Background: an optimization exercise with open tools, aiming at small area, a short achievable clock period and few clock cycles per item. Do not read the settings as production practice. At most, simulation tests tie the RTL to the original design; equivalence was not proved. Function not checked in runs 1 and 2: the RTL went through the layout flow alone.

### flow/flow/run.sh
#!/bin/bash
set -euo pipefail
bash standard.sh SETUP_SLACK_MARGIN=7.0 finish > standard_flow.log 2>&1
### flow/standard.sh
#!/bin/bash
# synth_recipe.tcl (not shown) runs the flow's synth.tcl, then flattens the netlist and writes it again
# the make line also repeats each setting of config.mk as NAME=value (left out here)
make -C /OpenROAD-flow-scripts/flow DESIGN_CONFIG=/design/flow/config.mk WORK_HOME=/design/flow/orfs CLKGATE_MAP_FILE= SYNTH_SCRIPT=/design/flow/synth_recipe.tcl "${@:-finish}"
### flow/config.mk
export PLATFORM = sky130hd
export DESIGN_NAME = midpoint_ellipse_rasterizer_top
export DESIGN_NICKNAME = midpoint_ellipse_rasterizer_top
export VERILOG_FILES = /design/flow/design.v
export SDC_FILE = /design/flow/constraint.sdc
export NUM_CORES = 4
export LEC_CHECK = 0
export CAP_MARGIN = 20
export CORE_MARGIN = 2
export CORE_UTILIZATION = 40
export CTS_CLUSTER_DIAMETER = 70
export CTS_CLUSTER_SIZE = 20
export SETUP_SLACK_MARGIN = 5
export SLEW_MARGIN = 20
### flow/constraint.sdc
create_clock -name core_clock -period 10.0 [get_ports {clk_i}]
set_input_delay 2.0000 -clock core_clock [delete_from_list [all_inputs] [get_ports {clk_i}]]
set_output_delay 2.0000 -clock core_clock [all_outputs]
set_load 0.01 [all_outputs]
### flow/design.v
`timescale 1ns / 1ps
`default_nettype none
package mer_pkg;
  localparam int PIX_W     = 13;
  localparam int CFG_IDX_W = 2;
  localparam logic [CFG_IDX_W-1:0] REG_CENTER_X = 2'd0;
  localparam logic [CFG_IDX_W-1:0] REG_CENTER_Y = 2'd1;
  localparam logic [CFG_IDX_W-1:0] REG_RADIUS_X = 2'd2;
  localparam logic [CFG_IDX_W-1:0] REG_RADIUS_Y = 2'd3;
  localparam logic [1:0] LAST_BEAT = 2'd3;
  typedef enum logic [1:0] {
    PH_DONE = 2'd0,
    PH_REG1 = 2'd1,
    PH_REG2 = 2'd2
  } mer_phase_e;
  typedef enum logic [3:0] {
    ST_IDLE,
    ST_RST_A,
    ST_RST_B,
    ST_RST_C,
    ST_RST_D,
    ST_EMIT,
    ST_FIN,
    ST_ADV,
    ST_CHK,
    ST_SW_A,
    ST_SW_B,
    ST_SW_C,
    ST_SW_D,
    ST_SW_E,
    ST_SW_F
  } mer_state_e;
  typedef enum logic [3:0] {
    OP_NOP,
    OP_MUL_RXRX,
    OP_MUL_RYRY,
    OP_MUL_RX2RY,
    OP_START,
    OP_EMIT,
    OP_FIN,
    OP_ADV,
    OP_MUL_TXTX,
    OP_MUL_RY2P,
    OP_MUL_TYTY,
    OP_MUL_RX2P,
    OP_MUL_RX2RY2,
    OP_SET_DEC
  } mer_op_e;
  typedef struct packed {
    mer_op_e    op;
    logic [1:0] beat;
  } mer_cmd_t;
  typedef struct packed {
    logic       out_free;
    logic       y_zero;
    logic       slope_ge;
    mer_phase_e phase;
  } mer_sts_t;
endpackage
`default_nettype wire
`timescale 1ns / 1ps
`default_nettype none
module midpoint_ellipse_rasterizer_top #(
  parameter int RADIUS_BITS = 10,
  parameter int COORD_BITS  = 11
) (
  input  wire logic                                   clk_i,
  input  wire logic                                   rst_ni,
  input  wire logic                                   cfg_we_i,
  input  wire logic [mer_pkg::CFG_IDX_W-1:0]          cfg_idx_i,
  input  wire logic [((COORD_BITS > RADIUS_BITS) ? COORD_BITS : RADIUS_BITS)-1:0] cfg_data_i,
  input  wire logic                                   in_valid_i,
  output logic                                        in_stall_o,
  input  wire logic                                   restart_i,
  output logic                                        out_valid_o,
  input  wire logic                                   out_stall_i,
  output logic signed [mer_pkg::PIX_W-1:0]            pixel_x_o,
  output logic signed [mer_pkg::PIX_W-1:0]            pixel_y_o,
  output logic                                        last_o,
  output logic                                        finished_o
);
  logic [10:0] cx_q, cy_q;
  logic [9:0]  rx_q, ry_q;
  always_ff @(posedge clk_i or negedge rst_ni) begin
    if (!rst_ni) begin
      cx_q <= 11'd200;
      cy_q <= 11'd200;
      rx_q <= 10'd150;
      ry_q <= 10'd50;
    end else if (cfg_we_i) begin
      case (cfg_idx_i)
        2'd0: cx_q <= cfg_data_i[10:0];
        2'd1: cy_q <= cfg_data_i[10:0];
        2'd2: rx_q <= cfg_data_i[9:0];
        2'd3: ry_q <= cfg_data_i[9:0];
        default: ;
      endcase
    end
  end
  logic        pend_q, pend_rs_q;      
  logic        step_q;                 
  logic        em_q;                   
  logic        em_fin_q;               
  logic [1:0]  bcnt_q;                 
  logic        none_q;                 
  logic        reg2_q;                 
  logic        out_valid_q;
  logic        pass_req_q;             
  logic        dec_valid_q;            
  logic        sw2_q, init1_q, init2_q;
  logic        rs_q, m1_q, m2_q;       
  logic [3:0]  mcnt_q;
  logic        step_a, sw1_a, sw2_a, i1_a, act_a;   
  logic        ka0, ka1, ka2, ka3;     
  logic        kb2;                    
  logic        xen_q, yen_q, b2_q;     
  logic        den_q;                  
  logic [10:0] zq;                     
  logic        step_b, sw1_b, sw2_b, i1_b, act_b, kb0, kb3;  
  logic [9:0]  x_q, y_q;
  logic [32:0] sx_q, sy_q;             
  logic [43:0] d_q;                    
  logic [19:0] rx2_q, ry2_q;
  logic        csx_q, csy_q;           
  logic        c1_q, c2_q, cp_q;       
  logic        cmp_q;
  logic [10:0] xq, yq;                 
  logic        da_q, db_q;             
  logic        ca_q, cb_q;             
  logic [12:0] pix_x_q, pix_y_q;
  logic        last_q, fin_q;
  logic out_free, em_final, load, commit, take, accept, none_next;
  assign out_free  = !out_valid_q || !out_stall_i;
  assign em_final  = em_fin_q || (bcnt_q == 2'd3);
  assign load      = em_q && out_free && (!em_final || em_fin_q || dec_valid_q);
  assign commit    = load && em_final;
  assign take      = pend_q && (!step_q || commit);
  assign accept    = in_valid_i && !pend_q;
  assign none_next = none_q || (commit && !em_fin_q && (y_q == 10'd0));
  logic        free_a, eng_idle;
  logic [10:0] eight_ry2_a, eight_rx2_a, two_ry2_a, two_rx2_a, ry2_a;
  logic [10:0] sxn_a, syn_a, x_n, y_n;
  logic        csx_a, csy_a;
  assign free_a   = !act_a || ka3;
  assign eng_idle = !act_a && !act_b && !sw2_q;
  assign eight_ry2_a = ({11{ka0}} & {ry2_q[7:0], 3'b000}) | ({11{ka1}} & ry2_q[18:8]) |
                       ({11{ka2}} & {10'd0, ry2_q[19]});
  assign eight_rx2_a = ({11{ka0}} & {rx2_q[7:0], 3'b000}) | ({11{ka1}} & rx2_q[18:8]) |
                       ({11{ka2}} & {10'd0, rx2_q[19]});
  assign two_ry2_a   = ({11{ka0}} & {ry2_q[9:0], 1'b0}) | ({11{ka1}} & {1'b0, ry2_q[19:10]});
  assign two_rx2_a   = ({11{ka0}} & {rx2_q[9:0], 1'b0}) | ({11{ka1}} & {1'b0, rx2_q[19:10]});
  assign ry2_a       = ({11{ka0}} & ry2_q[10:0]) | ({11{ka1}} & {2'b00, ry2_q[19:11]});
  logic [12:0] sxa_w, sya_w;
  assign sxa_w = {1'b0, sx_q[10:0], 1'b1} + {1'b0, eight_ry2_a, !ka0 && csx_q};
  assign sya_w = {1'b0, sy_q[10:0], 1'b1} + {1'b0, ~eight_rx2_a, ka0 || csy_q};
  assign csx_a = sxa_w[12];
  assign csy_a = sya_w[12];
  assign sxn_a = sxa_w[11:1];
  assign syn_a = sya_w[11:1];
  always_comb begin
    x_n = 11'd0;
    y_n = 11'd0;
    if (step_a && !ka3) begin
        x_n = sxn_a;
        y_n = ~syn_a & {9'h1ff, !ka0, !ka0};
    end
    if (step_a && ka3) begin
        y_n = 11'h7ff;
    end
    if (sw1_a) begin
        x_n = ~({sx_q[11] && !ka2, sx_q[10:1]} & {11{!ka3}});
        y_n = ~({sy_q[11] && !ka2, sy_q[10:1]} & {11{!ka3}});
    end
    if (sw2_a) begin
        x_n = two_rx2_a;
        y_n = ~ry2_a;
    end
  end
  logic        two_cin;
  logic [10:0] sxnew, synew;
  logic [19:0] rsel;
  logic [10:0] z_n;
  logic [10:0] opx, opy, opz, dop;
  logic [10:0] s1, m1, c1v, s2, m2, c2v, dsum;
  logic [12:0] cpa_w;
  logic        dco;
  assign two_cin = sw1_b || sw2_b;
  assign sxnew = (step_b && da_q) ? xq : i1_b ? 11'd0 : sx_q[32:22];
  assign synew = (step_b && db_q) ? {~yq[10:2], kb0 ? 2'b00 : ~yq[1:0]} : sy_q[32:22];
  assign rsel = reg2_q ? rx2_q : ry2_q;
  always_comb begin
    z_n = 11'd0;
    if (step_a || i1_a) begin
      if (ka0) z_n = {rsel[8:0], 2'b00};
      if (ka1) z_n = rsel[19:9];
    end
    if (sw1_a) begin
      if (ka0) z_n = rx2_q[10:0];
      if (ka1) z_n = {2'b00, rx2_q[19:11]};
    end
    if (sw2_a) z_n = ~two_ry2_a;
  end
  assign opx = (xen_q ? xq : 11'd0) | {8'd0, b2_q, 2'b00};
  assign opy = yen_q ? yq : 11'd0;
  assign opz = zq;
  assign dop   = den_q ? d_q[10:0] : 11'd0;
  assign s1    = dop ^ opx ^ opy;
  assign m1    = (dop & opx) | (dop & opy) | (opx & opy);
  assign c1v   = {m1[9:0], kb0 ? two_cin : c1_q};
  assign s2    = s1 ^ c1v ^ opz;
  assign m2    = (s1 & c1v) | (s1 & opz) | (c1v & opz);
  assign c2v   = {m2[9:0], !kb0 && c2_q};
  logic [6:0] cpa_lo;
  logic [6:0] cpa_h0;
  logic [7:0] cpa_h1;
  assign cpa_lo = {1'b0, s2[4:0], 1'b1} + {1'b0, c2v[4:0], kb0 ? sw1_b : cp_q};
  assign cpa_h0 = {1'b0, s2[10:5]} + {1'b0, c2v[10:5]};
  assign cpa_h1 = {1'b0, s2[10:5], 1'b1} + {1'b0, c2v[10:5], 1'b1};
  assign cpa_w  = 13'd0;
  assign dsum   = {cpa_lo[6] ? cpa_h1[6:1] : cpa_h0[5:0], cpa_lo[5:1]};
  assign dco    = cpa_lo[6] ? cpa_h1[7] : cpa_h0[6];
  logic [12:0] cmp_w;
  logic        sw_now;
  assign cmp_w  = {1'b0, sxnew, 1'b1} + {1'b0, ~synew, kb0 || cmp_q};
  assign sw_now = step_b && kb2 && cmp_w[12] && !reg2_q;
  logic reg2_n;
  logic       issue_sw1, issue_sw2, issue_i1, issue_i2, issue_step;
  always_comb begin
    issue_sw1  = 1'b0;
    issue_sw2  = 1'b0;
    issue_i1   = 1'b0;
    issue_i2   = 1'b0;
    issue_step = 1'b0;
    if (free_a) begin
      if (sw_now)          issue_sw1  = 1'b1;
      else if (sw2_q)      issue_sw2  = 1'b1;
      else if (init1_q)    issue_i1   = 1'b1;
      else if (init2_q)    issue_i2   = 1'b1;
      else if (pass_req_q) issue_step = 1'b1;
    end
  end
  logic da_n, db_n, dfin;
  assign dfin = act_b && kb3;
  assign da_n = dfin ? (!reg2_q || dsum[10]) : da_q;
  assign db_n = dfin ? (reg2_q || !dsum[10]) : db_q;
  assign reg2_n = reg2_q || issue_sw1;
  always_ff @(posedge clk_i or negedge rst_ni) begin
    if (!rst_ni) begin
      pend_q      <= 1'b0;
      pend_rs_q   <= 1'b0;
      step_q      <= 1'b0;
      em_q        <= 1'b0;
      em_fin_q    <= 1'b0;
      bcnt_q      <= 2'd0;
      none_q      <= 1'b1;
      reg2_q      <= 1'b0;
      out_valid_q <= 1'b0;
      pass_req_q  <= 1'b0;
      dec_valid_q <= 1'b0;
      sw2_q       <= 1'b0;
      init1_q     <= 1'b0;
      init2_q     <= 1'b0;
      rs_q        <= 1'b0;
      m1_q        <= 1'b0;
      m2_q        <= 1'b0;
      mcnt_q      <= 4'd0;
      step_a      <= 1'b0;
      sw1_a       <= 1'b0;
      sw2_a       <= 1'b0;
      i1_a        <= 1'b0;
      act_a       <= 1'b0;
      ka0         <= 1'b1;
      ka1         <= 1'b0;
      ka2         <= 1'b0;
      ka3         <= 1'b0;
      step_b      <= 1'b0;
      sw1_b       <= 1'b0;
      sw2_b       <= 1'b0;
      i1_b        <= 1'b0;
      act_b       <= 1'b0;
      kb0         <= 1'b0;
      kb3         <= 1'b0;
      kb2         <= 1'b0;
    end else begin
      out_valid_q <= load || (out_valid_q && out_stall_i);
      none_q      <= none_next;
      reg2_q      <= reg2_n;
      if (free_a) begin
        step_a <= issue_step;
        sw1_a  <= issue_sw1 || issue_i2;
        sw2_a  <= issue_sw2;
        i1_a   <= issue_i1;
        act_a  <= issue_sw1 || issue_sw2 || issue_i1 || issue_i2 || issue_step;
      end
      ka0         <= free_a;
      ka1         <= !free_a && ka0;
      ka2         <= !free_a && ka1;
      ka3         <= !free_a && ka2;
      step_b      <= step_a;
      sw1_b       <= sw1_a;
      sw2_b       <= sw2_a;
      i1_b        <= i1_a;
      act_b       <= act_a;
      kb2         <= ka2;
      kb0         <= ka0;
      kb3         <= ka3;
      if (accept) begin
        pend_q    <= 1'b1;
        pend_rs_q <= restart_i;
      end else if (take) begin
        pend_q    <= 1'b0;
      end
      if (load) bcnt_q <= bcnt_q + 2'd1;
      if (commit) begin
        step_q <= 1'b0;
        em_q   <= 1'b0;
      end
      if (issue_sw1) sw2_q <= 1'b1;
      if (issue_sw2) sw2_q <= 1'b0;
      if (issue_i1) init1_q <= 1'b0;
      if (issue_i2) begin
        init2_q    <= 1'b0;
        pass_req_q <= 1'b1;
      end
      if (issue_step) pass_req_q <= 1'b0;
      if (step_b && kb0) dec_valid_q <= 1'b1;
      if (rs_q) begin
          if (eng_idle) begin
            rs_q     <= 1'b0;
            m1_q     <= 1'b1;
            mcnt_q   <= 4'd0;
            em_q     <= 1'b1;
            em_fin_q <= 1'b0;
            bcnt_q   <= 2'd0;
            none_q   <= 1'b0;
            reg2_q   <= 1'b0;
          end
      end
      if (m1_q) begin
          mcnt_q <= mcnt_q + 4'd1;
          if (mcnt_q == 4'd9) begin
            m1_q    <= 1'b0;
            m2_q    <= 1'b1;
            mcnt_q  <= 4'd0;
            init1_q <= 1'b1;
          end
      end
      if (m2_q) begin
          mcnt_q <= mcnt_q + 4'd1;
          if (mcnt_q == 4'd9) begin
            m2_q    <= 1'b0;
            init2_q <= 1'b1;
          end
      end
      if (take) begin
        step_q      <= 1'b1;
        bcnt_q      <= 2'd0;
        dec_valid_q <= 1'b0;
        if (pend_rs_q) begin
          rs_q       <= 1'b1;
          m1_q       <= 1'b0;
          m2_q       <= 1'b0;
          em_q       <= 1'b0;
          pass_req_q <= 1'b0;
          init1_q    <= 1'b0;
          init2_q    <= 1'b0;
        end else begin
          em_q       <= 1'b1;
          em_fin_q   <= none_next;
          pass_req_q <= !none_next;
        end
      end
    end
  end
  logic [10:0] msx, msy;
  logic [23:0] msp;
  assign msx = {1'b0, rx2_q[19:10]} + (rx2_q[0] ? {1'b0, rx_q} : 11'd0);
  assign msy = {1'b0, ry2_q[19:10]} + (ry2_q[0] ? {1'b0, ry_q} : 11'd0);
  assign msp = {1'b0, sy_q[32:10]} + (sy_q[0] ? {1'b0, rx2_q, 3'b000} : 24'd0);
  logic rot_x, wb_x, rot_y, wb_y;
  assign rot_x = act_a && !ka3;
  assign wb_x  = act_b && !kb3;
  assign rot_y = rot_x && !i1_a;
  assign wb_y  = wb_x && !i1_b;
  logic rs_go;
  assign rs_go = rs_q && eng_idle;
  always_ff @(posedge clk_i) begin
    csx_q <= csx_a;
    csy_q <= csy_a;
    zq    <= z_n;
    c1_q  <= m1[10];
    c2_q  <= m2[10];
    cp_q  <= dco;
    cmp_q <= cmp_w[12];
    xq    <= x_n;
    yq    <= y_n;
    if (act_b) d_q <= {dsum, d_q[43:11]};
    da_q  <= da_n;
    db_q  <= db_n;
    xen_q <= (dfin ? (!step_a || !reg2_q) : (!step_a || da_q)) || (dfin && dsum[10]);
    yen_q <= (dfin ? (!step_a || reg2_q) : (!step_a || db_q)) || (dfin && !dsum[10]);
    b2_q  <= step_a && ka0 && db_n;
    den_q <= !i1_a;
    if (step_b && kb0) begin
      ca_q <= da_q;
      cb_q <= db_q;
    end
    if (rot_x) begin
      sx_q <= {sx_q[10:0], wb_x ? sxnew : sx_q[32:22], sx_q[21:11]};
    end else if (wb_x) begin
      sx_q[32:22] <= sxnew;
    end
    if (m2_q) begin
      sy_q <= {msp, sy_q[9:1]};
    end else if (m1_q && mcnt_q == 4'd9) begin
      sy_q <= {23'd0, ry_q};
    end else if (rot_y) begin
      sy_q <= {sy_q[10:0], wb_y ? synew : sy_q[32:22], sy_q[21:11]};
    end else if (wb_y) begin
      sy_q[32:22] <= synew;
    end
    if (rs_go) begin
      rx2_q <= {10'd0, rx_q};
      ry2_q <= {10'd0, ry_q};
      x_q   <= 10'd0;
      y_q   <= ry_q;
    end else begin
      if (m1_q) begin
        rx2_q <= {msx, rx2_q[9:1]};
        ry2_q <= {msy, ry2_q[9:1]};
      end
      if (commit && !em_fin_q) begin
        x_q <= x_q + {9'd0, ca_q};
        y_q <= y_q - {9'd0, cb_q};
      end
    end
  end
  logic        xsub, ysub;
  logic [14:0] pxw, pyw;
  assign xsub = bcnt_q[0];
  assign ysub = (bcnt_q == 2'd1) || (bcnt_q == 2'd2);
  assign pxw  = {1'b0, 2'b00, cx_q, 1'b1} + {1'b0, {13{xsub}} ^ {3'b000, x_q}, xsub};
  assign pyw  = {1'b0, 2'b00, cy_q, 1'b1} + {1'b0, {13{ysub}} ^ {3'b000, y_q}, ysub};
  always_ff @(posedge clk_i) begin
    if (load) begin
      pix_x_q <= em_fin_q ? 13'd0 : pxw[13:1];
      pix_y_q <= em_fin_q ? 13'd0 : pyw[13:1];
      last_q  <= em_final;
      fin_q   <= em_fin_q;
    end
  end
  assign in_stall_o  = pend_q;
  assign out_valid_o = out_valid_q;
  assign pixel_x_o   = pix_x_q;
  assign pixel_y_o   = pix_y_q;
  assign last_o      = last_q;
  assign finished_o  = fin_q;
endmodule
`default_nettype wire
==> impl_metrics.ini, run 1 <==
[route]
route.detailed.drc = 0
drt_iter0_drc = 1309
dr_total_vias = 14700
ant_nets = 0
dr.pass1.iters = 5
vias_per_cell = 5.64
wl_per_cell_um = 20.9
wirelength_um = 54300

[clock_network]
cts_buffer_depth = 3
cts_buffers = 26
tritoncts = done
clk_latency_ns = 0.58
clkTransAtPathRegs_ns = 0.08
clockRootBuffer = clkbuf_16
cts-htree-levels = 1
clock_sinks = 326
hold_buffers = 0

[logic_synthesis]
yosysSeqAreaShare = 0.447
synth_adder_area_share = 0.109
synth_compound_area_frac = 0.153
synth-xor-area-share = 0.0436
synthSimpleGateAreaFrac = 0.157
syn_inst = 1911
ys_ff_latch = 326
async_flop_share = 0.248
syn_avg_cell_area_sq_um = 9.88
synth_cell_type_count = 71
synth_top_area_frac = 0.237
netlist_area_sq_um = 18900
synth.net_count = 2076
synth_top_family_by_area = simple AND/OR/NAND/NOR gates
muxShareOfSynthArea = 0.0575
synth_top_area_cell = edfxtp_1
synthTopCellsByCount = 223 x nand2_1, 149 x edfxtp_1, 135 x o21ai_0
ys_top_cells_by_area = edfxtp_1 24%, dfxtp_1 10%, dfrtp_1 8.7%, ha_1 7.7%, nand2_1 4.4%
yosys_warnings = 1
ys.flop_type = edfxtp_1
synth-edff-count = 149
yosysMostFrequentCell = nand2_1

[floorplan]
core_area_sq_um = 46600
initial_utilization = 0.406
dieArea_sq_um = 49000
die_x_um = 221
die_h_um = 221
rows = 79
pin_count = 49

[setup_path]
crit_required_ns = 10.33
critPathArrivalTime_ns = 3.78
max_stage_delay_ns = 0.61
cp_common_cell = fa_1
crit_chain = and2_4 -> fa_1 -> fa_1 -> inv_2 -> fa_2 -> nor2b_4 -> o31a_1 -> o21a_4 -> mux2i_4 -> a21o_1 -> a21oi_2 -> xnor2_1
cp-start-kind = register
reg2regPathDepth = 12
crit_buf_inv = 1
crit_cells = 12
critPathSlowestCell = fa_1
path_max_fanout = 7
end_kind = register
crit_family = adder cells
path_class = register to register

[sta]
hold_viol_final = 0
tightest_slew_ns = 1.01
tns_ns = 0
rsz0062_at_grt = yes
fmax_mhz = 290
final-setup-viol-count = 0
maxSlewHeadroom = 0.330
finalMaxSlewViolations = 0
fin_skew_ns = 0.0180
finalCritPeriodShare = 0.345
finalCriticalPeriod_ns = 3.45

[cells_and_area]
syn_to_final_growth_pct = 14.8
multi_input_area_sq_um = 10300
layout-drive-gt1-share = 0.164
final.fill_count = 4330
finalNonFillerCells = 2601
fin_nets = 2139
seqCellArea_sq_um = 8480
diodes = 0

[hold_path]
hold_path.class = register to register
whs_path_depth = 0

[place]
numPortBuffers = 48
dp_cells = 2498
hpwl_um = 39000
gp_congestion = 0.909

[global_route]
grt_max_degree = 82
grt_pass1_wl_um = 83200
overflow = 0
grt_pass1_vias = 14100
grtUsageTotal = 0.216
antenna_found_initial = 0

[run]
drv_cap = 0

[run_status]
status = complete, no violations
what timing repair did:
item	4_1_cts	5_1_grt
setup endpoints to repair	126	69
pin swaps	18	28
resized for setup	180	66
gates cloned	3	3
setup buffers	29	20
per-layer routing:
metal	GRT usage	wire, um
met1	0.306	24600
met2	0.339	24500
met3	0.0390	3590
met4	0.0600	1640
met5	0	0
worst register-to-register path, delay by kind of cell (launching register included):
kind,cells,cell delay [ns]
DFF,1,0.37
xor gates and xnor gates,1,0.12
and+or+nand+nor,2,0.26
muxes,1,0.26
adders and majority gates,3,1.50
AOI/OAI and AO/OA,4,0.63
buffers and inverters,1,0.05
cells by family (layout without fill, tap and decap cells):
logic type,Yosys count,count (layout)
compound gates,459,459
simple gates,621,626
mux,101,101
fa+ha+maj,146,146
xor+xnor,94,94
flops,326,326
buf+inv,164,242
metrics by stage:
step                 util  hold slack (ns)  instance area, sq um  setup WS (ns)
global route        0.465            0.416                 21700           6.42
global placement    0.430            0.399                 20000           6.17
CTS                 0.455            0.411                 21200           6.59
detailed placement  0.430            0.396                 20000           6.12
finish              0.465            0.415                 21700           6.55
floorplan               -            0.352                 19000           6.60
layout by cell type, fill, tap and decap left out, types with 33 or more instances in the layout:
cell type,netlist,routed
nand2_1,223,221
edfxtp_1,149,149
nor2_1,129,126
o21ai_0,135,116
a21oi_1,121,107
ha_1,116,107
dfxtp_1,96,88
inv_1,78,76
and2_1,70,62
dfrtp_1,66,61
mux2_2,59,59
xor2_1,55,54
buf_4,0,53
mux2i_1,42,40
xnor2_1,39,39
nand2b_1,37,37
nor3_1,36,33
final timing paths:
check	endpoint	from	slack, ns
setup / recovery	d_q[42]	yen_q	6.55
hold / removal	d_q[17]	d_q[28]	0.42
setup reg to reg	d_q[42]	yen_q	6.55
hold reg to reg	d_q[17]	d_q[28]	0.42
max in group asynchronous	step_b	rst_ni	7.98
min in group asynchronous	cx_q[5]	rst_ni	1.47
sequential cells by signal (all words and copies together), names as in the netlist, 2 cells and up:
register  count
xq           11
bcnt_q        2
d_q          44
x_q          10
rx_q         10
sx_q         33
ry2_q        20
cx_q         11
rx2_q        20
yq           11
ry_q         10
pix_y_q      13
mcnt_q        4
sy_q         33
cy_q         11
zq           11
pix_x_q      13
y_q          10
area by class of cell:
| cell class | instances | share of cell area |
|---|---|---|
| multi-input cells | 1426 | 0.477 |
| flip-flops and latches | 326 | 0.391 |
| repair buffers | 114 | 0.0417 |
| well taps | 607 | 0.0350 |
| clock buffers | 32 | 0.0330 |
| inverters | 79 | 0.0139 |
| clock inverters | 16 | 0.00837 |
| repair inverters | 1 | 0.000346 |
==> run 2: changes to the inputs <==
--- a/flow/design.v
+++ b/flow/design.v
@@ -210,15 +210,9 @@
   assign s2    = s1 ^ c1v ^ opz;
   assign m2    = (s1 & c1v) | (s1 & opz) | (c1v & opz);
   assign c2v   = {m2[9:0], !kb0 && c2_q};
-  logic [6:0] cpa_lo;
-  logic [6:0] cpa_h0;
-  logic [7:0] cpa_h1;
-  assign cpa_lo = {1'b0, s2[4:0], 1'b1} + {1'b0, c2v[4:0], kb0 ? sw1_b : cp_q};
-  assign cpa_h0 = {1'b0, s2[10:5]} + {1'b0, c2v[10:5]};
-  assign cpa_h1 = {1'b0, s2[10:5], 1'b1} + {1'b0, c2v[10:5], 1'b1};
-  assign cpa_w  = 13'd0;
-  assign dsum   = {cpa_lo[6] ? cpa_h1[6:1] : cpa_h0[5:0], cpa_lo[5:1]};
-  assign dco    = cpa_lo[6] ? cpa_h1[7] : cpa_h0[6];
+  assign cpa_w = {1'b0, s2, 1'b1} + {1'b0, c2v, kb0 ? sw1_b : cp_q};
+  assign dsum  = cpa_w[11:1];
+  assign dco   = cpa_w[12];
   logic [12:0] cmp_w;
   logic        sw_now;
   assign cmp_w  = {1'b0, sxnew, 1'b1} + {1'b0, ~synew, kb0 || cmp_q};
@@ -239,10 +233,16 @@
       else if (pass_req_q) issue_step = 1'b1;
     end
   end
-  logic da_n, db_n, dfin;
-  assign dfin = act_b && kb3;
-  assign da_n = dfin ? (!reg2_q || dsum[10]) : da_q;
-  assign db_n = dfin ? (reg2_q || !dsum[10]) : db_q;
+  logic [2:0]  cin3, k3;
+  logic [10:0] top_w;
+  logic        sgn, dfin, da_n, db_n;
+  assign cin3  = {2'b00, c1_q} + {2'b00, c2_q} + {2'b00, cp_q};
+  assign k3    = cin3 - ((step_b && yen_q) ? 3'd1 : (sw1_b || sw2_b) ? 3'd2 : 3'd0);
+  assign top_w = dop + {{8{k3[2]}}, k3};
+  assign sgn   = top_w[10];
+  assign dfin  = act_b && kb3;
+  assign da_n  = dfin ? (!reg2_q || sgn) : da_q;
+  assign db_n  = dfin ? (reg2_q || !sgn) : db_q;
   assign reg2_n = reg2_q || issue_sw1;
   always_ff @(posedge clk_i or negedge rst_ni) begin
     if (!rst_ni) begin
@@ -397,8 +397,8 @@
     if (act_b) d_q <= {dsum, d_q[43:11]};
     da_q  <= da_n;
     db_q  <= db_n;
-    xen_q <= (dfin ? (!step_a || !reg2_q) : (!step_a || da_q)) || (dfin && dsum[10]);
-    yen_q <= (dfin ? (!step_a || reg2_q) : (!step_a || db_q)) || (dfin && !dsum[10]);
+    xen_q <= !step_a || da_n;
+    yen_q <= !step_a || db_n;
     b2_q  <= step_a && ka0 && db_n;
     den_q <= !i1_a;
     if (step_b && kb0) begin
==> run 2 against run 1 <==
Net effect:
- register-to-register slack improved by 0.02 ns
- global-route usage rose by 0.29 points
- wire length rose by 3.0%
- clock skew rose by 0.014 ns
- cell area rose by 2.2%
- non-clock buffer count rose by 15
- fmax rose by 0.57%
- synthesized cell count rose by 1.8%
- critical endpoint is now cp_q
- highest routed layer unchanged
==> impl_metrics.ini, run 2 <==
[run_status]
status = complete, no violations

[cells_and_area]
layout-drive-gt1-share = 0.177
syn_to_final_growth_pct = 16.0
final_cell_mix = 249 x nand2_1, 148 x edfxtp_1, 139 x nor2_1, 120 x a21oi_1
top_register = d_q
reg_top3 = d_q x44, sx_q x33, sy_q x33
fin_nets = 2200
diodes = 0
layout_commonest_cell = nand2_1
final.fill_count = 4514
finalNonFillerCells = 2665
largest_reg_flops = 44
fin_area_sq_um = 22200

[logic_synthesis]
netlist_area_sq_um = 19100
synth_top_area_frac = 0.233
yosysMostFrequentCell = nand2_1
syn_avg_cell_area_sq_um = 9.81
yosys_warnings = 1
ys.flop_type = edfxtp_1
synth_cell_type_count = 84
synth-edff-count = 148
synth.net_count = 2116
synthTopCellsByCount = 258 x nand2_1, 148 x edfxtp_1, 144 x nor2_1
async_flop_share = 0.248
ys_ff_latch = 326
synth_top_area_cell = edfxtp_1
ys_top_cells_by_area = edfxtp_1 23%, dfxtp_1 10%, dfrtp_1 8.7%, ha_1 8.0%, nand2_1 5.1%
yosysSeqAreaShare = 0.442
syn_inst = 1946

[clock_network]
clockRootBuffer = clkbuf_16
cts_buffers = 27
clock_sinks = 326
clk_latency_ns = 0.59
cts-htree-levels = 1
tritoncts = done
clkTransAtPathRegs_ns = 0.08
hold_buffers = 0
cts_buffer_depth = 3

[global_route]
grt_use_met1 = 0.304
grt_pass1_vias = 14700
grtUsageMet3 = 0.0268
busiest_layer = met2
grt_use_met2 = 0.354
grt_max_degree = 57
overflow = 0
grtUsageTotal = 0.219
antenna_found_initial = 1
grt_pass1_wl_um = 84700

[sta]
finalCriticalPeriod_ns = 3.43
fin_skew_ns = 0.0322
rsz0062_at_grt = yes
whs_ns = 0.416
tightest_slew_ns = 0.884
finalCritPeriodShare = 0.343
hold_viol_final = 0
maxSlewHeadroom = 0.410
tns_ns = 0
fmax_mhz = 291
final-setup-viol-count = 0
finalMaxSlewViolations = 0

[setup_path]
cp-start-kind = register
critPathLaunch = xen_q
end_kind = register
reg2regPathDepth = 12
critPathArrivalTime_ns = 3.90
r2r_start = xen_q
path_class = register to register
path_max_fanout = 11
crit_required_ns = 10.47

[floorplan]
core_area_sq_um = 47400
dieArea_sq_um = 49500
pin_count = 49
die_x_um = 222
die_h_um = 222
initial_utilization = 0.402
rows = 80

[route]
drt_iter0_drc = 1261
route.detailed.drc = 0
dr_total_vias = 15100
wl_per_cell_um = 21.0
ant_nets = 0
vias_per_cell = 5.65
dr.pass1.iters = 7
wirelength_um = 56000

[place]
numPortBuffers = 48
hpwl_um = 39700
placed_area_sq_um = 20200
dp_cells = 2542
gp_congestion = 0.890

[hold_path]
hold_path.class = register to register
whs_path_depth = 0
hold_start = d_q[13]

[run]
drv_cap = 0
## run 2: cell types whose count changed in the layout (fill, tap and decap cells not counted), moves of 6 or more
cell,change
a21o_1,-7
a21oi_1,+13
a21oi_2,-6
buf_4,+19
ha_4,+6
inv_1,-9
nand2_1,+28
nand2b_1,-17
nor2_1,+13
o21ai_0,-12
or2_2,-9
xnor2_1,-9
xor2_1,+8
## run 2: worst max-delay path, stage by stage, from the launching register on
cell and delay (ns):
dfxtp_4 0.40, and2_1 0.17, fa_1 0.45, fa_1 0.53
fa_2 0.42, a21o_1 0.18, a21oi_2 0.16, nor2b_1 0.06
o21a_2 0.23, o41ai_4 0.28, buf_4 0.17, o21ai_1 0.05
o22a_1 0.21
## run 2: cell type report
cell class | instances | area [sq um] | share of cell area
Tap cell | 615 | 769 | 0.0347
Multi-Input combinational cell | 1469 | 10700 | 0.483
Inverter | 75 | 295 | 0.0133
Timing Repair inverter | 2 | 12.5 | 0.000565
Clock buffer | 30 | 718 | 0.0324
Sequential cell | 326 | 8470 | 0.382
Timing Repair Buffer | 129 | 991 | 0.0447
Clock inverter | 19 | 196 | 0.00887
## run 2: what timing repair did
item / CTS / global route
setup buffers: 31 / 38
resized for setup: 187 / 92
endpoints found under the setup margin: 199 / 140
pin swaps: 23 / 28
endpoints found under the hold margin: 0 / 0
cloned: 2 / 3
## run 2: metrics by stage
| step | worst slack [ns] | util |
|---|---|---|
| after floorplan | 6.61 | - |
| after global placement | 6.14 | 0.426 |
| after detailed placement | 6.10 | 0.426 |
| after CTS | 6.63 | 0.452 |
| after global routing | 6.43 | 0.467 |
| final | 6.57 | 0.467 |
## run 2: path summary, 6_finish.rpt
check                           to  slack, ns
max                           cp_q       6.57
min reg2reg                 d_q[2]       0.42
max reg2reg                   cp_q       6.57
min in group asynchronous  cx_q[4]       1.37
max in group asynchronous    act_b       7.55
min                         d_q[2]       0.42
## run 2: logic make-up after synthesis
group,synth area share
simple gates,0.162
compound gates,0.155
flops,0.442
buf+inv,0.0307
fa+ha+maj,0.110
mux,0.0573
xor+xnor,0.0431
## run 2: metal layers
metal  vias to the layer above  part of all wire
li1                       7160                 -
met1                      7315              0.45
met2                       470              0.46
met3                       120             0.055
met4                         0             0.040
met5                         -                 0
==> run 3: changes to the inputs <==
--- a/flow/design.v
+++ b/flow/design.v
@@ -113,7 +113,7 @@
   logic        step_a, sw1_a, sw2_a, i1_a, act_a;   
   logic        ka0, ka1, ka2, ka3;     
   logic        kb2;                    
-  logic        xen_q, yen_q, b2_q;     
+  logic        yen_q, b2_q;            
   logic        den_q;                  
   logic [10:0] zq;                     
   logic        step_b, sw1_b, sw2_b, i1_b, act_b, kb0, kb3;  
@@ -200,8 +200,8 @@
     end
     if (sw2_a) z_n = ~two_ry2_a;
   end
-  assign opx = (xen_q ? xq : 11'd0) | {8'd0, b2_q, 2'b00};
-  assign opy = yen_q ? yq : 11'd0;
+  assign opx = xq | {8'd0, b2_q, 2'b00};
+  assign opy = yq;
   assign opz = zq;
   assign dop   = den_q ? d_q[10:0] : 11'd0;
   assign s1    = dop ^ opx ^ opy;
@@ -392,12 +392,11 @@
     c2_q  <= m2[10];
     cp_q  <= dco;
     cmp_q <= cmp_w[12];
-    xq    <= x_n;
-    yq    <= y_n;
+    xq    <= (!step_a || da_n) ? x_n : 11'd0;
+    yq    <= (!step_a || db_n) ? y_n : 11'd0;
     if (act_b) d_q <= {dsum, d_q[43:11]};
     da_q  <= da_n;
     db_q  <= db_n;
-    xen_q <= !step_a || da_n;
     yen_q <= !step_a || db_n;
     b2_q  <= step_a && ka0 && db_n;
     den_q <= !i1_a;
==> run 3 against run 2 <==
Net effect:
- still clean
- register-to-register slack better by 0.14 ns
- flip-flop and latch count is 1 lower
- via count down 1.2%
- area after synthesis increased by 0.59%
- non-clock buffer count decreased by 26
- core utilization shrank 0.47 points
- wire length is 1.3% lower
==> impl_metrics.ini, run 3 <==
[run_status]
status = complete, no violations

[logic_synthesis]
async_flop_share = 0.249
synth_adder_area_share = 0.110
synth_top_area_cell = edfxtp_1
syn_avg_cell_area_sq_um = 9.79
muxShareOfSynthArea = 0.0540
ys_top_cells_by_area = edfxtp_1 23%, dfxtp_1 10%, dfrtp_1 8.6%, ha_1 8.0%, nand2_1 4.8%
synth_cell_type_count = 81
synth.net_count = 2132
synth_top_area_frac = 0.231
ys_ff_latch = 325
yosysSeqAreaShare = 0.438
synth_top_family_by_area = compound AO/OA/AOI/OAI gates
yosysMostFrequentCell = nand2_1
synthTopCellsByCount = 245 x nand2_1, 149 x nor2_1, 148 x edfxtp_1
ys.flop_type = edfxtp_1
synth-xor-area-share = 0.0483
syn_inst = 1961
yosys_warnings = 1
synth-edff-count = 148
synth_compound_area_frac = 0.161
netlist_area_sq_um = 19200
synthSimpleGateAreaFrac = 0.154

[cells_and_area]
largest_reg_flops = 44
diodes = 0
final.fill_count = 4413
reg_top3 = d_q x44, sx_q x33, sy_q x33
fin_area_sq_um = 22000
layout_commonest_cell = nand2_1
syn_to_final_growth_pct = 14.4
final_cell_mix = 236 x nand2_1, 148 x edfxtp_1, 145 x nor2_1, 114 x ha_1, 107 x o21ai_0
layout-drive-gt1-share = 0.170
top_register = d_q
fin_nets = 2192

[hold_path]
whs_path_depth = 0
whs_endpoint = act_b
hold_start = act_a
hold_path.class = register to register

[floorplan]
die_h_um = 223
rows = 80
dieArea_sq_um = 49800
pin_count = 49
core_area_sq_um = 47500
initial_utilization = 0.404
die_x_um = 223

[route]
vias_per_cell = 5.60
ant_nets = 0
route.detailed.drc = 0
dr.pass1.iters = 6
dr_total_vias = 14900
drt_iter0_drc = 1122
wl_per_cell_um = 20.8
wirelength_um = 55200

[clock_network]
hold_buffers = 0
clkTransAtPathRegs_ns = 0.08
clock_sinks = 325
cts_buffer_depth = 3
tritoncts = done
clk_latency_ns = 0.57
cts_buffers = 26
clockRootBuffer = clkbuf_16
cts-htree-levels = 1

[global_route]
grt_pass1_vias = 14600
overflow = 0
antenna_found_initial = 0
grtUsageTotal = 0.220
grt_pass1_wl_um = 84800
grt_max_degree = 74

[setup_path]
critPathSlowestCell = fa_1
end_kind = register
crit_buf_inv = 2
critPathArrivalTime_ns = 3.63
crit_family = adder cells
crit_chain = inv_2 -> fa_1 -> inv_1 -> fa_1 -> fa_2 -> a21o_1 -> a21oi_2 -> nor2b_1 -> o21a_1 -> o41ai_2 -> o211a_1 -> xnor2_1
path_class = register to register
reg2regPathDepth = 12
r2r_slack_ns = 6.70
path_max_fanout = 2
cp_common_cell = fa_1
cp-start-kind = register
crit_required_ns = 10.33
rr_endpoint = d_q[42]
max_stage_delay_ns = 0.52
r2r_start = xq[0]
crit_cells = 12

[place]
numPortBuffers = 48
hpwl_um = 40900
gp_congestion = 0.923
placed_area_sq_um = 20300

[sta]
finalCriticalPeriod_ns = 3.30
final-setup-viol-count = 0
fin_skew_ns = 0.0237
rsz0062_at_grt = yes
maxSlewHeadroom = 0.346
finalMaxSlewViolations = 0
tightest_slew_ns = 0.982
tns_ns = 0
hold_viol_final = 0
fmax_mhz = 303
finalCritPeriodShare = 0.330

[run]
drv_cap = 0
==> run 3: stage by stage <==
stage | setup slack [ns] | cells | hold slack, ns | util
after detailed placement | 6.16 | 2561 | 0.397 | 0.428
after global routing | 6.59 | 2656 | 0.424 | 0.462
after global placement | 6.20 | 2561 | 0.396 | 0.428
after CTS | 6.72 | 2646 | 0.411 | 0.457
final | 6.70 | 2656 | 0.413 | 0.462
after floorplan | 6.75 | 1961 | 0.352 | -
==> run 3: worst max-delay path by stage <==
stage,startpoint,to
after floorplan,den_q,d_q[42]
after CTS,d_q[0],d_q[42]
after detailed placement,out_stall_i,pix_y_q[7]
after global routing,d_q[0],d_q[42]
final,xq[0],d_q[42]
after global placement,out_stall_i,x_q[5]
==> run 3: cell families (layout without fill, tap and decap cells) <==
logic type | after synthesis | in the layout
AND/OR/NAND/NOR | 631 | 634
flip-flops | 325 | 325
AO/OA/AOI/OAI | 481 | 482
buffers and inverters | 171 | 247
adder cells (fa/ha/maj) | 152 | 152
XOR/XNOR | 105 | 105
multiplexers | 96 | 96
==> run 3: layout make-up <==
cell class / instances / area, sq um / share of cell area
Clock buffer: 34 / 743 / 0.0338
Clock inverter: 14 / 146 / 0.00666
Inverter: 94 / 360 / 0.0164
Multi-Input combinational cell: 1469 / 10700 / 0.487
Sequential cell: 325 / 8430 / 0.384
Tap cell: 615 / 769 / 0.0350
Timing Repair Buffer: 103 / 802 / 0.0365
Timing Repair inverter: 2 / 15.0 / 0.000683
==> run 3: metal layers <==
layer | global-route usage | part of all wire | vias to the layer above
li1 | - | - | 7133
met1 | 0.295 | 0.44 | 7238
met2 | 0.355 | 0.46 | 394
met3 | 0.0281 | 0.048 | 119
met4 | 0.0985 | 0.048 | 0
met5 | 0 | 0 | -
==> run 3: what timing repair did <==
| action | in CTS | in global routing |
|---|---|---|
| resized for setup | 219 | 35 |
| setup endpoints to repair | 192 | 103 |
| cloned | 6 | 0 |
| buffers inserted | 31 | 10 |
| pin swaps | 33 | 18 |
Testbench counts of run 3, summed over its fixed seeds: cycles 64,740, beats 62,804.
==> run 4: changes to the inputs <==
==> flow/flow/run.sh (replaced) <==
#!/bin/bash
set -euo pipefail
bash standard.sh SETUP_SLACK_MARGIN=6.8 finish > standard_flow.log 2>&1
==> run 4 against run 3 <==
Net effect:
- still clean
- cell area shrank 0.98%
- worst setup slack improved by 0.036 ns
- sequential share of layout area grew 0.35 points
- global-route usage decreased by 0.39 points
- clock-buffer cell count fell by 5
- final cell count shrank 0.64%
- synthesized cell count unchanged
- core utilization decreased by 0.45 points
- highest routed layer unchanged
==> impl_metrics.ini, run 4 <==
[route]
drt_iter0_drc = 1182
wirelength_um = 55400
route.detailed.drc = 0
ant_nets = 0
dr.pass1.iters = 6
vias_per_cell = 5.69
dr_total_vias = 15000
wl_per_cell_um = 21.0

[global_route]
antenna_found_initial = 0
grtUsageTotal = 0.216
grt_pass1_vias = 14400
overflow = 0
grt_pass1_wl_um = 83800
grt_max_degree = 74

[setup_path]
end_kind = register
cp_common_cell = fa_1
cp-endpoint = d_q[42]
crit_chain = nand2_2 -> fa_1 -> inv_2 -> fa_1 -> fa_2 -> a21o_1 -> a21oi_4 -> nor2b_1 -> o21a_1 -> o41ai_4 -> o211a_1 -> xnor2_1
critPathSlowestCell = fa_1
path_class = register to register
max_stage_delay_ns = 0.52
r2r_slack_ns = 6.74
r2r_start = d_q[0]
rr_endpoint = d_q[42]
critPathArrivalTime_ns = 3.59
cp-start-kind = register
path_max_fanout = 2
crit_required_ns = 10.33
reg2regPathDepth = 12
critPathLaunch = d_q[0]

[cells_and_area]
fin_area_sq_um = 21800
top_register = d_q
fin_nets = 2175
diodes = 0
syn_to_final_growth_pct = 13.3
reg_top3 = d_q x44, sx_q x33, sy_q x33
layout-drive-gt1-share = 0.149
layout_commonest_cell = nand2_1
final_cell_mix = 240 x nand2_1, 148 x edfxtp_1, 147 x nor2_1, 114 x ha_1, 109 x o21ai_0
largest_reg_flops = 44

[logic_synthesis]
synth.net_count = 2132
yosys_warnings = 1
yosysSeqAreaShare = 0.438
synth_top_area_cell = edfxtp_1
ys_ff_latch = 325
yosysMostFrequentCell = nand2_1
synth_cell_type_count = 81
synth-edff-count = 148
syn_avg_cell_area_sq_um = 9.79
synth_top_area_frac = 0.231
syn_inst = 1961
ys.flop_type = edfxtp_1
netlist_area_sq_um = 19200
synthTopCellsByCount = 245 x nand2_1, 149 x nor2_1, 148 x edfxtp_1
ys_top_cells_by_area = edfxtp_1 23%, dfxtp_1 10%, dfrtp_1 8.6%, ha_1 8.0%, nand2_1 4.8%
async_flop_share = 0.249

[floorplan]
initial_utilization = 0.404
dieArea_sq_um = 49800
rows = 80
core_area_sq_um = 47500
pin_count = 49
die_x_um = 223
die_h_um = 223

[sta]
maxSlewHeadroom = 0.366
tns_ns = 0
final-setup-viol-count = 0
finalCriticalPeriod_ns = 3.26
fin_skew_ns = 0.0269
finalMaxSlewViolations = 0
fmax_mhz = 307
hold_viol_final = 0
tightest_slew_ns = 0.951
finalCritPeriodShare = 0.326
rsz0062_at_grt = yes

[clock_network]
cts-htree-levels = 1
clockRootBuffer = clkbuf_16
hold_buffers = 0
clock_sinks = 325
clkTransAtPathRegs_ns = 0.08
cts_buffer_depth = 3
tritoncts = done
cts_buffers = 26
clk_latency_ns = 0.58

[place]
gp_congestion = 0.909
placed_area_sq_um = 20300
numPortBuffers = 48
hpwl_um = 40700

[run]
drv_cap = 0

[run_status]
status = complete, no violations

[hold_path]
hold_start = act_a
hold_path.class = register to register
==> run 4: changes by cell type in the layout (fill, tap and decap cells not counted), sizes merged <==
cell / previous run / this run
clkbuf: 34 / 31
buf: 86 / 67
bufinv: 0 / 2
clkinvlp: 4 / 6
clkinv: 4 / 7
inv: 102 / 100
dlygate4sd2: 1 / 0
clkdlybuf4s50: 16 / 17
==> run 4: worst min-delay path by stage <==
stage                        to  cells past startpoint
after global placement    act_b                      0
after CTS                 act_b                      0
final                     act_b                      0
after floorplan           sw2_b                      0
after global routing      act_b                      0
after detailed placement  act_b                      0
==> run 4: stage by stage <==
step	std cells	hold slack, ns	utilization	worst slack, ns
6_report	2639	0.413	0.458	6.74
5_1_grt	2639	0.421	0.458	6.63
4_1_cts	2622	0.414	0.448	6.70
3_5_place_dp	2561	0.396	0.427	6.16
3_3_place_gp	2561	0.388	0.427	6.19
2_1_floorplan	1961	0.352	-	6.70
==> run 4: cell families after synthesis <==
logic type,count (synthesis),synth area share
AOI/OAI and AO/OA,481,0.161
DFF,325,0.438
xor gates and xnor gates,105,0.0483
buffers and inverters,171,0.0345
muxes,96,0.0540
adders and majority gates,152,0.110
and+or+nand+nor,631,0.154
==> run 4: layout make-up <==
type	instances	area, sq um
clock inverter	19	236
tap	615	769
timing repair inverter	2	12.5
inverter	94	360
sequential	325	8430
multi-input combinational	1469	10600
timing repair buffer	86	687
clock buffer	29	662
fill	4448	25800
==> run 4: critical path: cells and delay by family (launching register included) <==
family,cells,cell delay (ns)
XOR/XNOR,1,0.06
buffers and inverters,1,0.04
AO/OA/AOI/OAI,5,1.01
AND/OR/NAND/NOR,2,0.15
adder cells (fa/ha/maj),3,1.38
flip-flops,1,0.37
==> run 4: per-layer routing <==
layer / wire (um) / vias to the layer above / global-route usage
li1: - / 7083 / -
met5: 0 / - / 0
met3: 2880 / 123 / 0.0263
met4: 2360 / 0 / 0.0808
met1: 24500 / 7344 / 0.292
met2: 25700 / 476 / 0.354
==> run 4: what timing repair did <==
| item | CTS | global route |
|---|---|---|
| cloned | 0 | 7 |
| buffers inserted | 13 | 10 |
| pin swaps | 8 | 21 |
| endpoints found under the setup margin | 91 | 102 |
| resized for setup | 159 | 61 |
==> run 5: changes to the inputs <==
--- a/flow/config.mk
+++ b/flow/config.mk
@@ -5,10 +5,10 @@
 export SDC_FILE = /design/flow/constraint.sdc
 export NUM_CORES = 4
 export LEC_CHECK = 0
-export CAP_MARGIN = 20
+export CAP_MARGIN = 5
 export CORE_MARGIN = 2
 export CORE_UTILIZATION = 40
 export CTS_CLUSTER_DIAMETER = 70
 export CTS_CLUSTER_SIZE = 20
 export SETUP_SLACK_MARGIN = 5
-export SLEW_MARGIN = 20
+export SLEW_MARGIN = 5
==> run 5 against run 4 <==
Net effect:
- wire length up 0.16%
- hold slack better by 0.00061 ns
- global-route usage about the same
- critical path depth up 1
- largest cell class unchanged
- clock skew up 0.0078 ns
- still clean
==> impl_metrics.ini, run 5 <==
[route]
vias_per_cell = 5.66
dr.pass1.iters = 6
dr_total_vias = 15000
route.detailed.drc = 0
ant_nets = 0
wl_per_cell_um = 21.0
wirelength_um = 55500
drt_iter0_drc = 1289

[global_route]
grt_max_degree = 74
overflow = 0
grtUsageTotal = 0.216
antenna_found_initial = 0
grt_pass1_wl_um = 83800
grt_pass1_vias = 14400

[sta]
final-setup-viol-count = 0
whs_ns = 0.414
fin_skew_ns = 0.0347
maxSlewHeadroom = 0.184
tightest_slew_ns = 1.22
rsz0062_at_grt = yes
finalCriticalPeriod_ns = 3.26
finalCritPeriodShare = 0.326
tns_ns = 0
hold_viol_final = 0
fmax_mhz = 306
finalMaxSlewViolations = 0

[clock_network]
tritoncts = done
clk_latency_ns = 0.59
clkTransAtPathRegs_ns = 0.08
cts_buffers = 26
cts-htree-levels = 1
clock_sinks = 325
cts_buffer_depth = 3
clockRootBuffer = clkbuf_16

[setup_path]
critPathArrivalTime_ns = 3.59
crit_required_ns = 10.33
path_class = register to register
end_kind = register
path_max_fanout = 4
cp-start-kind = register

[logic_synthesis]
yosys_warnings = 1
synth_top_area_frac = 0.231
synth.net_count = 2132
netlist_area_sq_um = 19200
async_flop_share = 0.249
synth-edff-count = 148
ys.flop_type = edfxtp_1
syn_avg_cell_area_sq_um = 9.79
syn_inst = 1961
ys_ff_latch = 325
ys_top_cells_by_area = edfxtp_1 23%, dfxtp_1 10%, dfrtp_1 8.6%, ha_1 8.0%, nand2_1 4.8%
yosysSeqAreaShare = 0.438
synth_cell_type_count = 81
synthTopCellsByCount = 245 x nand2_1, 149 x nor2_1, 148 x edfxtp_1
synth_top_area_cell = edfxtp_1
yosysMostFrequentCell = nand2_1

[cells_and_area]
top_register = d_q
syn_to_final_growth_pct = 13.3
final_util = 0.458
diodes = 0
seqCellArea_sq_um = 8430
layout-drive-gt1-share = 0.149
fin_nets = 2181
layout_commonest_cell = nand2_1
final_cell_mix = 241 x nand2_1, 148 x edfxtp_1, 147 x nor2_1, 114 x ha_1, 112 x a21oi_1
final.fill_count = 4481
reg_top3 = d_q x44, sx_q x33, sy_q x33
multi_input_area_sq_um = 10600
largest_reg_flops = 44

[floorplan]
die_h_um = 223
pin_count = 49
dieArea_sq_um = 49800
core_area_sq_um = 47500
initial_utilization = 0.404
die_x_um = 223
rows = 80

[place]
gp_congestion = 0.909
hpwl_um = 40700
numPortBuffers = 48

[run]
drv_cap = 0

[run_status]
status = complete, no violations

[hold_path]
hold_path.class = register to register
run 5: layout make-up:
class / count / area share
Clock buffer: 30 / 0.0316
Clock inverter: 18 / 0.00845
Inverter: 94 / 0.0166
Multi-Input combinational cell: 1468 / 0.486
Sequential cell: 325 / 0.387
Tap cell: 615 / 0.0354
Timing Repair Buffer: 93 / 0.0344
Timing Repair inverter: 2 / 0.000575
run 5: cell families after synthesis:
group,after synthesis,synth area share
DFF,325,0.438
AOI/OAI and AO/OA,481,0.161
buffers and inverters,171,0.0345
and+or+nand+nor,631,0.154
adders and majority gates,152,0.110
muxes,96,0.0540
xor gates and xnor gates,105,0.0483
run 5: worst paths after layout:
kind                            startpoint   endpoint  slack [ns]  cells past startpoint
min in group asynchronous           rst_ni   cy_q[10]        1.22                      1
worst max-delay path                 den_q    d_q[42]        6.74                     13
worst min register to register       act_a      act_b        0.41                      0
worst min-delay path                 act_a      act_b        0.41                      0
max in group asynchronous           rst_ni  bcnt_q[0]        7.53                      2
worst max register to register       den_q    d_q[42]        6.74                     13
run 5: repair_timing:
| item | CTS | global route |
|---|---|---|
| cloned | 0 | 7 |
| setup buffers | 15 | 14 |
| endpoints found under the setup margin | 90 | 100 |
| pin swaps | 9 | 26 |
| hold buffers | 0 | 0 |
| gates resized for setup | 150 | 67 |
run 5: metal layers:
metal / vias to the layer above / routed length, um / part of all wire / track usage
li1: 7088 / - / - / -
met1: 7353 / 24900 / 0.45 / 0.294
met2: 435 / 26000 / 0.47 / 0.361
met3: 91 / 2680 / 0.048 / 0.0242
met4: 0 / 1990 / 0.036 / 0.0699
met5: - / 0 / 0 / 0
run 5: stage by stage:
stage                     instances  instance area [sq um]  worst slack (ns)
after detailed placement       2561                  20300              6.16
after CTS                      2624                  21300              6.69
after global routing           2645                  21800              6.62
after global placement         2561                  20300              6.19
after floorplan                1961                  19200              6.70
final                          2645                  21800              6.74
run 5: critical path, cell delays in order (launching register included):
cell and delay [ns]:
dfxtp_4 0.38, and2_4 0.16, inv_1 0.05, fa_1 0.47, inv_1 0.05, fa_1 0.52
ha_4 0.22, a21o_1 0.19, a21oi_2 0.18, nor2b_1 0.07, o21a_1 0.21, o41ai_4 0.25
o211a_1 0.21, xnor2_1 0.06
==> run 6: changes to the inputs <==
--- a/flow/config.mk
+++ b/flow/config.mk
@@ -5,10 +5,10 @@
 export SDC_FILE = /design/flow/constraint.sdc
 export NUM_CORES = 4
 export LEC_CHECK = 0
-export CAP_MARGIN = 5
+export CAP_MARGIN = 20
 export CORE_MARGIN = 2
 export CORE_UTILIZATION = 40
-export CTS_CLUSTER_DIAMETER = 70
-export CTS_CLUSTER_SIZE = 20
+export CTS_CLUSTER_DIAMETER = 80
+export CTS_CLUSTER_SIZE = 24
 export SETUP_SLACK_MARGIN = 5
-export SLEW_MARGIN = 5
+export SLEW_MARGIN = 20
==> run 6 against run 5 <==
Net effect:
- still clean
- flip-flop and latch count unchanged
- worst setup slack got worse by 0.0043 ns
- clock-buffer cell count decreased by 3
- final cell count decreased by 0.34%
- synthesized cell count unchanged
- fmax decreased by 0.13%
- critical path type unchanged
- largest cell class unchanged
==> impl_metrics.ini, run 6 <==
[global_route]
grt_pass1_wl_um = 83900
grt_pass1_vias = 14400
overflow = 0
antenna_found_initial = 0
grtUsageTotal = 0.216
grt_max_degree = 74

[cells_and_area]
final_cell_mix = 240 x nand2_1, 148 x edfxtp_1, 147 x nor2_1, 114 x ha_1, 111 x a21oi_1
layout-drive-gt1-share = 0.145
syn_to_final_growth_pct = 12.8
largest_reg_flops = 44
seqCellArea_sq_um = 8430
final.fill_count = 4475
layout_commonest_cell = nand2_1
multi_input_area_sq_um = 10600
reg_top3 = d_q x44, sx_q x33, sy_q x33
fin_nets = 2175
diodes = 0
top_register = d_q

[logic_synthesis]
ys.flop_type = edfxtp_1
synth-edff-count = 148
yosys_warnings = 1
synthTopCellsByCount = 245 x nand2_1, 149 x nor2_1, 148 x edfxtp_1
yosysSeqAreaShare = 0.438
async_flop_share = 0.249
syn_inst = 1961
ys_top_cells_by_area = edfxtp_1 23%, dfxtp_1 10%, dfrtp_1 8.6%, ha_1 8.0%, nand2_1 4.8%
netlist_area_sq_um = 19200
synth.net_count = 2132
ys_ff_latch = 325
synth_cell_type_count = 81
yosysMostFrequentCell = nand2_1
synth_top_area_frac = 0.231
synth_top_area_cell = edfxtp_1
syn_avg_cell_area_sq_um = 9.79

[clock_network]
cts_buffer_depth = 3
clockRootBuffer = clkbuf_16
cts-htree-levels = 1
tritoncts = done
clk_latency_ns = 0.58
clock_sinks = 325
cts_buffers = 23
clkTransAtPathRegs_ns = 0.10

[setup_path]
reg2regPathDepth = 12
cp-start-kind = register
path_max_fanout = 2
cp_common_cell = fa_1
end_kind = register
crit_chain = nand2_2 -> fa_1 -> inv_2 -> fa_1 -> fa_2 -> a21o_1 -> a21oi_2 -> nor2b_1 -> o21a_1 -> o41ai_4 -> o211a_1 -> xnor2_1
max_stage_delay_ns = 0.52
crit_cells = 12
crit_buf_inv = 1
crit_required_ns = 10.31
rr_endpoint = d_q[42]
crit_family = adder cells
critPathSlowestCell = fa_1
critPathArrivalTime_ns = 3.58
r2r_start = d_q[0]
r2r_slack_ns = 6.73
path_class = register to register

[place]
hpwl_um = 40700
numPortBuffers = 48
gp_congestion = 0.909
dpl_worst_slack_ns = 6.16

[sta]
finalCriticalPeriod_ns = 3.27
rsz0062_at_grt = yes
tightest_slew_ns = 0.969
setup_ws_ns = 6.73
final-setup-viol-count = 0
maxSlewHeadroom = 0.354
hold_viol_final = 0
finalCritPeriodShare = 0.327
finalMaxSlewViolations = 0
tns_ns = 0
fmax_mhz = 306
fin_skew_ns = 0.0396

[route]
ant_nets = 0
wirelength_um = 55500
dr.pass1.iters = 5
drt_iter0_drc = 1251
vias_per_cell = 5.69
route.detailed.drc = 0
dr_total_vias = 15000
wl_per_cell_um = 21.1

[run_status]
status = complete, no violations

[hold_path]
whs_endpoint = act_b
hold_start = act_a
hold_path.class = register to register
whs_path_depth = 0

[floorplan]
core_area_sq_um = 47500
pin_count = 49
initial_utilization = 0.404
die_h_um = 223
rows = 80
dieArea_sq_um = 49800
die_x_um = 223

[run]
drv_cap = 0
[run 6: cell counts after synthesis]
No cell type changed its count.
[run 6: layer usage]
| metal | GRT usage | vias to the layer above | wire length, um |
|---|---|---|---|
| li1 | - | 7088 | - |
| met1 | 0.296 | 7354 | 24900 |
| met2 | 0.352 | 442 | 25500 |
| met3 | 0.0274 | 113 | 2660 |
| met4 | 0.0810 | 0 | 2420 |
| met5 | 0 | - | 0 |
[run 6: layout make-up]
class | instances | area share
clock buffers | 27 | 0.0283
clock inverters | 15 | 0.00896
inverters | 94 | 0.0166
multi-input cells | 1470 | 0.489
flip-flops and latches | 325 | 0.389
well taps | 615 | 0.0355
repair buffers | 88 | 0.0319
repair inverters | 2 | 0.000578
[run 6: cell families after synthesis]
family                   share of synthesized area
adder cells (fa/ha/maj)                      0.110
multiplexers                                0.0540
XOR/XNOR                                    0.0483
flip-flops                                   0.438
buffers and inverters                       0.0345
AND/OR/NAND/NOR                              0.154
AO/OA/AOI/OAI                                0.161
[run 6: timing repair]
item | 4_1_cts | 5_1_grt
hold buffers | 0 | 0
setup buffers | 17 | 9
setup endpoints to repair | 120 | 80
resized for setup | 142 | 72
gates cloned | 2 | 5
pin swaps | 8 | 24
[run 6: worst max-delay path by stage]
| stage | startpoint | endpoint | slack [ns] |
|---|---|---|---|
| final | d_q[0] | d_q[42] | 6.73 |
| after floorplan | den_q | d_q[42] | 6.70 |
| after detailed placement | cfg_we_i | cx_q[1] | 6.16 |
| after global routing | d_q[0] | d_q[42] | 6.60 |
| after global placement | out_stall_i | x_q[5] | 6.19 |
| after CTS | d_q[0] | d_q[42] | 6.67 |
[run 6: stage by stage]
stage	cell area, sq um	util	cells	hold slack, ns
final	21700	0.455	2636	0.414
after floorplan	19200	-	1961	0.352
after global routing	21700	0.455	2636	0.423
after CTS	21300	0.448	2622	0.416
after global placement	20300	0.427	2561	0.388
after detailed placement	20300	0.427	2561	0.396

## afterwards: timing with drivers on the ports
Ports are ideal in the flow. The routed layouts listed here were re-timed in OpenROAD.
Step 1 (the two cells are an assumption about what drives the block):
set clk [get_ports {clk_i}]
set_driving_cell -lib_cell sky130_fd_sc_hd__clkbuf_16 $clk
set_driving_cell -lib_cell sky130_fd_sc_hd__buf_2 [delete_from_list [all_inputs] $clk]
Step 2, shift: input delay + t, output delay - t, t = (earliest + latest rising clock arrival at the registers) / 2. This alone moves slack from input paths to output paths.
Slacks: ideal / step 1 / step 2; pairs: ideal / step 1.
| run | shift t [ns] | setup slack, ns | worst hold slack (ns) | worst setup path after step 2 | cell pins on the clock port's net |
|---|---|---|---|---|---|
| run 1 | 0.631 | 6.547 / 6.547 / 6.438 | 0.415 / 0.415 / 0.415 | input to register | 1 |
| run 2 | 0.627 | 6.567 / 6.567 / 6.451 | 0.416 / 0.416 / 0.416 | input to register | 1 |
| run 3 | 0.627 | 6.702 / 6.702 / 6.562 | 0.413 / 0.413 / 0.413 | input to register | 1 |
| run 4 | 0.625 | 6.738 / 6.738 / 6.310 | 0.413 / 0.413 / 0.413 | input to register | 1 |
| run 5 | 0.631 | 6.736 / 6.736 / 6.323 | 0.414 / 0.414 / 0.414 | input to register | 1 |
| run 6 | 0.613 | 6.731 / 6.731 / 6.321 | 0.414 / 0.414 / 0.414 | input to register | 1 |
After both steps every run listed still meets setup and hold. The setup slack of run 4, which loses most, moves by 0.000 ns with the drivers and by -0.428 ns with both steps.
